Background: an optimization exercise with open tools, aiming at small area, a short achievable clock period and few clock cycles per item. Do not read the settings as production practice.
Function was checked by simulation only, so behaviour that the tests miss may differ from the original.

==> ember <==
## cacheline_arbiter
module cacheline_arbiter #(
    parameter int LINE_W = 256,
    parameter int ADDR_W = 32
) (
    input  logic              clk,
    input  logic              rst,
    input  logic              i_read,
    input  logic [ADDR_W-1:0] i_address,
    output logic [LINE_W-1:0] i_rdata,
    output logic              i_resp,
    input  logic              d_read,
    input  logic              d_write,
    input  logic [ADDR_W-1:0] d_address,
    input  logic [LINE_W-1:0] d_wdata,
    output logic [LINE_W-1:0] d_rdata,
    output logic              d_resp,
    output logic              pmem_read,
    output logic              pmem_write,
    output logic [ADDR_W-1:0] pmem_address,
    output logic [LINE_W-1:0] pmem_wdata,
    input  logic [LINE_W-1:0] pmem_rdata,
    input  logic              pmem_resp
);
==> module cacheline_arbiter, before the edit <==
module cacheline_arbiter #(
    parameter int LINE_W = 256,
    parameter int ADDR_W = 32
) (
    input  logic              clk,
    input  logic              rst,
    input  logic              i_read,
    input  logic [ADDR_W-1:0] i_address,
    output logic [LINE_W-1:0] i_rdata,
    output logic              i_resp,
    input  logic              d_read,
    input  logic              d_write,
    input  logic [ADDR_W-1:0] d_address,
    input  logic [LINE_W-1:0] d_wdata,
    output logic [LINE_W-1:0] d_rdata,
    output logic              d_resp,
    output logic              pmem_read,
    output logic              pmem_write,
    output logic [ADDR_W-1:0] pmem_address,
    output logic [LINE_W-1:0] pmem_wdata,
    input  logic [LINE_W-1:0] pmem_rdata,
    input  logic              pmem_resp
);
    localparam logic [ADDR_W-1:0] OFF_MASK = ADDR_W'((LINE_W / 8) - 1);
    typedef enum logic [2:0] {
        IDLE    = 3'd0,
        SERVE_I = 3'd1,
        SERVE_D = 3'd2,
        RESP_I  = 3'd3,
        RESP_D  = 3'd4
    } state_t;
    state_t            state_q, state_d;
    logic              last_d_q, last_d_d;        
    logic              pmem_read_q, pmem_read_d;
    logic              pmem_write_q, pmem_write_d;
    logic [ADDR_W-1:0] pmem_address_q, pmem_address_d;
    logic [LINE_W-1:0] pmem_wdata_q, pmem_wdata_d;
    logic [LINE_W-1:0] i_rdata_q, i_rdata_d;
    logic [LINE_W-1:0] d_rdata_q, d_rdata_d;
    logic              i_resp_q, i_resp_d;
    logic              d_resp_q, d_resp_d;
    logic              d_req;
    logic              grant_i;
    logic              grant_d;
    always_comb begin
        state_d        = state_q;
        last_d_d       = last_d_q;
        pmem_read_d    = pmem_read_q;
        pmem_write_d   = pmem_write_q;
        pmem_address_d = pmem_address_q;
        pmem_wdata_d   = pmem_wdata_q;
        i_rdata_d      = i_rdata_q;
        d_rdata_d      = d_rdata_q;
        i_resp_d       = 1'b0;
        d_resp_d       = 1'b0;
        d_req   = d_read | d_write;
        grant_d = d_req & (~i_read | ~last_d_q);
        grant_i = i_read & (~d_req | last_d_q);
        unique case (state_q)
            IDLE: begin
                if (grant_d) begin
                    state_d        = SERVE_D;
                    last_d_d       = 1'b1;
                    pmem_address_d = d_address & ~OFF_MASK;
                    pmem_write_d   = d_write;
                    pmem_read_d    = ~d_write;
                    pmem_wdata_d   = d_wdata;
                end else if (grant_i) begin
                    state_d        = SERVE_I;
                    last_d_d       = 1'b0;
                    pmem_address_d = i_address & ~OFF_MASK;
                    pmem_write_d   = 1'b0;
                    pmem_read_d    = 1'b1;
                end
            end
            SERVE_I: begin
                if (pmem_resp) begin
                    state_d     = RESP_I;
                    i_rdata_d   = pmem_rdata;
                    i_resp_d    = 1'b1;
                    pmem_read_d = 1'b0;
                    pmem_write_d = 1'b0;
                end
            end
            SERVE_D: begin
                if (pmem_resp) begin
                    state_d = RESP_D;
                    if (pmem_read_q) begin
                        d_rdata_d = pmem_rdata;
                    end
                    d_resp_d     = 1'b1;
                    pmem_read_d  = 1'b0;
                    pmem_write_d = 1'b0;
                end
            end
            RESP_I:  state_d = IDLE;
            RESP_D:  state_d = IDLE;
            default: state_d = IDLE;
        endcase
    end
    always_ff @(posedge clk) begin
        if (rst) begin
            state_q        <= IDLE;
            last_d_q       <= 1'b0;
            pmem_read_q    <= 1'b0;
            pmem_write_q   <= 1'b0;
            pmem_address_q <= '0;
            pmem_wdata_q   <= '0;
            i_rdata_q      <= '0;
            d_rdata_q      <= '0;
            i_resp_q       <= 1'b0;
            d_resp_q       <= 1'b0;
        end else begin
            state_q        <= state_d;
            last_d_q       <= last_d_d;
            pmem_read_q    <= pmem_read_d;
            pmem_write_q   <= pmem_write_d;
            pmem_address_q <= pmem_address_d;
            pmem_wdata_q   <= pmem_wdata_d;
            i_rdata_q      <= i_rdata_d;
            d_rdata_q      <= d_rdata_d;
            i_resp_q       <= i_resp_d;
            d_resp_q       <= d_resp_d;
        end
    end
    assign pmem_read    = pmem_read_q;
    assign pmem_write   = pmem_write_q;
    assign pmem_address = pmem_address_q;
    assign pmem_wdata   = pmem_wdata_q;
    assign i_rdata      = i_rdata_q;
    assign d_rdata      = d_rdata_q;
    assign i_resp       = i_resp_q;
    assign d_resp       = d_resp_q;
endmodule
==> flow/config.mk <==
export PLATFORM = sky130hd
export DESIGN_NAME = cacheline_arbiter
export DESIGN_NICKNAME = cacheline_arbiter
export VERILOG_FILES = /design/flow/design.v
export SDC_FILE = /design/flow/constraint.sdc
export NUM_CORES = 4
export LEC_CHECK = 0
export CAP_MARGIN = 20
export CORE_AREA = 10 10 530 530
export DIE_AREA = 0 0 540 540
export SLEW_MARGIN = 20
==> flow/constraint.sdc <==
create_clock -name core_clock -period 4.0 [get_ports {clk}]
set_input_delay 0.8000 -clock core_clock [delete_from_list [all_inputs] [get_ports {clk}]]
set_output_delay 0.8000 -clock core_clock [all_outputs]
set_load 0.01 [all_outputs]
run.sh (not shown) runs the stock make flow with config.mk's settings and CLKGATE_MAP_FILE= SYNTH_SCRIPT=/design/flow/synth_recipe.tcl, a recipe that flattens the netlist after the stock synthesis.
==> quartz: changes against ember <==
==> flow/design.v (replaced) <==
module cacheline_arbiter #(
    parameter int LINE_W = 256,
    parameter int ADDR_W = 32
) (
    input  logic              clk,
    input  logic              rst,
    input  logic              i_read,
    input  logic [ADDR_W-1:0] i_address,
    output logic [LINE_W-1:0] i_rdata,
    output logic              i_resp,
    input  logic              d_read,
    input  logic              d_write,
    input  logic [ADDR_W-1:0] d_address,
    input  logic [LINE_W-1:0] d_wdata,
    output logic [LINE_W-1:0] d_rdata,
    output logic              d_resp,
    output logic              pmem_read,
    output logic              pmem_write,
    output logic [ADDR_W-1:0] pmem_address,
    output logic [LINE_W-1:0] pmem_wdata,
    input  logic [LINE_W-1:0] pmem_rdata,
    input  logic              pmem_resp
);
    localparam int OFF_W = 5;   
    logic              busy_q;         
    logic              own_q;          
    logic              last_d_q;       
    logic              pmem_read_q, pmem_write_q;
    logic              i_resp_q, d_resp_q;
    logic [LINE_W-1:0] i_rdata_q, d_rdata_q;
    logic d_req, done, free, elig_i, elig_d, grant_i, grant_d;
    always_comb begin
        d_req   = d_read | d_write;
        done    = busy_q & pmem_resp;
        free    = ~busy_q | pmem_resp;
        elig_i  = i_read & ~i_resp_q & ~(busy_q & ~own_q);
        elig_d  = d_req  & ~d_resp_q & ~(busy_q &  own_q);
        grant_d = elig_d & (~elig_i | ~last_d_q);
        grant_i = elig_i & (~elig_d |  last_d_q);
    end
    always_ff @(posedge clk) begin
        if (rst) begin
            busy_q       <= 1'b0;
            own_q        <= 1'b0;
            last_d_q     <= 1'b0;
            pmem_read_q  <= 1'b0;
            pmem_write_q <= 1'b0;
            i_resp_q     <= 1'b0;
            d_resp_q     <= 1'b0;
        end else begin
            i_resp_q <= done & ~own_q;
            d_resp_q <= done &  own_q;
            if (free) begin
                busy_q       <= grant_i | grant_d;
                own_q        <= grant_d;
                pmem_read_q  <= grant_i | (grant_d & ~d_write);
                pmem_write_q <= grant_d & d_write;
                if (grant_i | grant_d) last_d_q <= grant_d;
            end
        end
    end
    always_ff @(posedge clk) begin
        if (done & ~own_q) i_rdata_q <= pmem_rdata;
        if (done & own_q & pmem_read_q) d_rdata_q <= pmem_rdata;
    end
    assign pmem_read    = pmem_read_q;
    assign pmem_write   = pmem_write_q;
    assign pmem_address = {own_q ? d_address[ADDR_W-1:OFF_W] : i_address[ADDR_W-1:OFF_W], OFF_W'(0)};
    assign pmem_wdata   = d_wdata;
    assign i_rdata      = i_rdata_q;
    assign d_rdata      = d_rdata_q;
    assign i_resp       = i_resp_q;
    assign d_resp       = d_resp_q;
endmodule
==> flow/flow/run.sh (new file) <==
#!/bin/bash
# Standard layout, with the port buffers made from sky130_fd_sc_hd__buf_1 instead of the
# buffer the placer would pick on its own. Each tool's output is kept in a log here.
set -euo pipefail
export BUFFER_PORTS_ARGS="-buffer_cell sky130_fd_sc_hd__buf_1"
bash standard.sh > standard_flow.log 2>&1
==> flow/standard.sh (new file) <==
#!/bin/bash
# synth_recipe.tcl (not shown) runs the flow's synth.tcl, then flattens the netlist and writes it again
# the make line also repeats each setting of config.mk as NAME=value (left out here)
make -C /OpenROAD-flow-scripts/flow DESIGN_CONFIG=/design/flow/config.mk WORK_HOME=/design/flow/orfs CLKGATE_MAP_FILE= SYNTH_SCRIPT=/design/flow/synth_recipe.tcl "${@:-finish}"
- CORE_AREA: 10 10 530 530 -> 6 6 294 294
- DIE_AREA: 0 0 540 540 -> 0 0 300 300
- SETUP_SLACK_MARGIN: unset -> 1.5
removed: flow/run.sh
==> comparison table <==
quantity	ember	quartz
Area share of the leading cell type in the synthesized netlist	54.0%	85.5%
Chip Height	540 um	300 um
Number of enable-type register cells in the synthesized netlist	0	512
Starting density of the core	11.1%	21.9%
Multiplexer share of the synthesized area	0.0672%	1.69%
Area share of and/or/nand/nor cells after synthesis	16.2%	0.557%
Number of instances in the synthesized netlist	3649	840
Standard-cell row count	190	105
Mapped cell area	29800 um2	18000 um2
Status	timing/DRC/antenna clean	did not finish
Last stage reached	-	3_2_place_iop
Post-synthesis area per instance	8.16 um2	21.4 um2
Die W	540 um	300 um
Flops & latches, synth	803	519
Primary flip-flop cell chosen by synthesis mapping	dfxtp_1	edfxtp_1
Dominant cell by count in the synthesized netlist	dfxtp_1	edfxtp_1
Xor and xnor area share after synthesis	0.0294%	0%
Share of the yosys chip area belonging to registers	54.0%	86.3%
Count of unique library cells instantiated by Yosys	37	24
Testbench counts of ember, summed over its fixed seeds: cycles 15,149, items 2,560.
Testbench counts of quartz, summed over its fixed seeds: cycles 10,045, items 2,560.

-- afterwards: timing with drivers on the ports --
In the flow no input, the clock included, has a driving cell. The finished layout below was timed again as built, in two steps.
Step 1 sets driving cells, clkbuf_16 on the clock port and buf_2 on the other inputs (assumed; they add their load-dependent delay and slew).
Step 2 adds t to the input delays and takes it off the output delays; t is the mean of the earliest and latest rising clock arrival at the registers after step 1. Input paths then give back, and output paths get back, about the clock's delay inside the block.
Three values: no drivers, after step 1, after step 2; two values: the first two.
run: ember
shift t [ns]: 0.861
slack for setup (ns): 1.068 / 0.993 / 0.692
hold slack, ns: 0.451 / 0.451 / 0.451
slew at the worst register clock pin (ns): 0.08 / 0.08
worst slew at a driven data input, ns: 0.45
After both steps ember still meets setup and hold. The setup slack of ember moves by -0.075 ns with the drivers and by -0.376 ns with both steps.
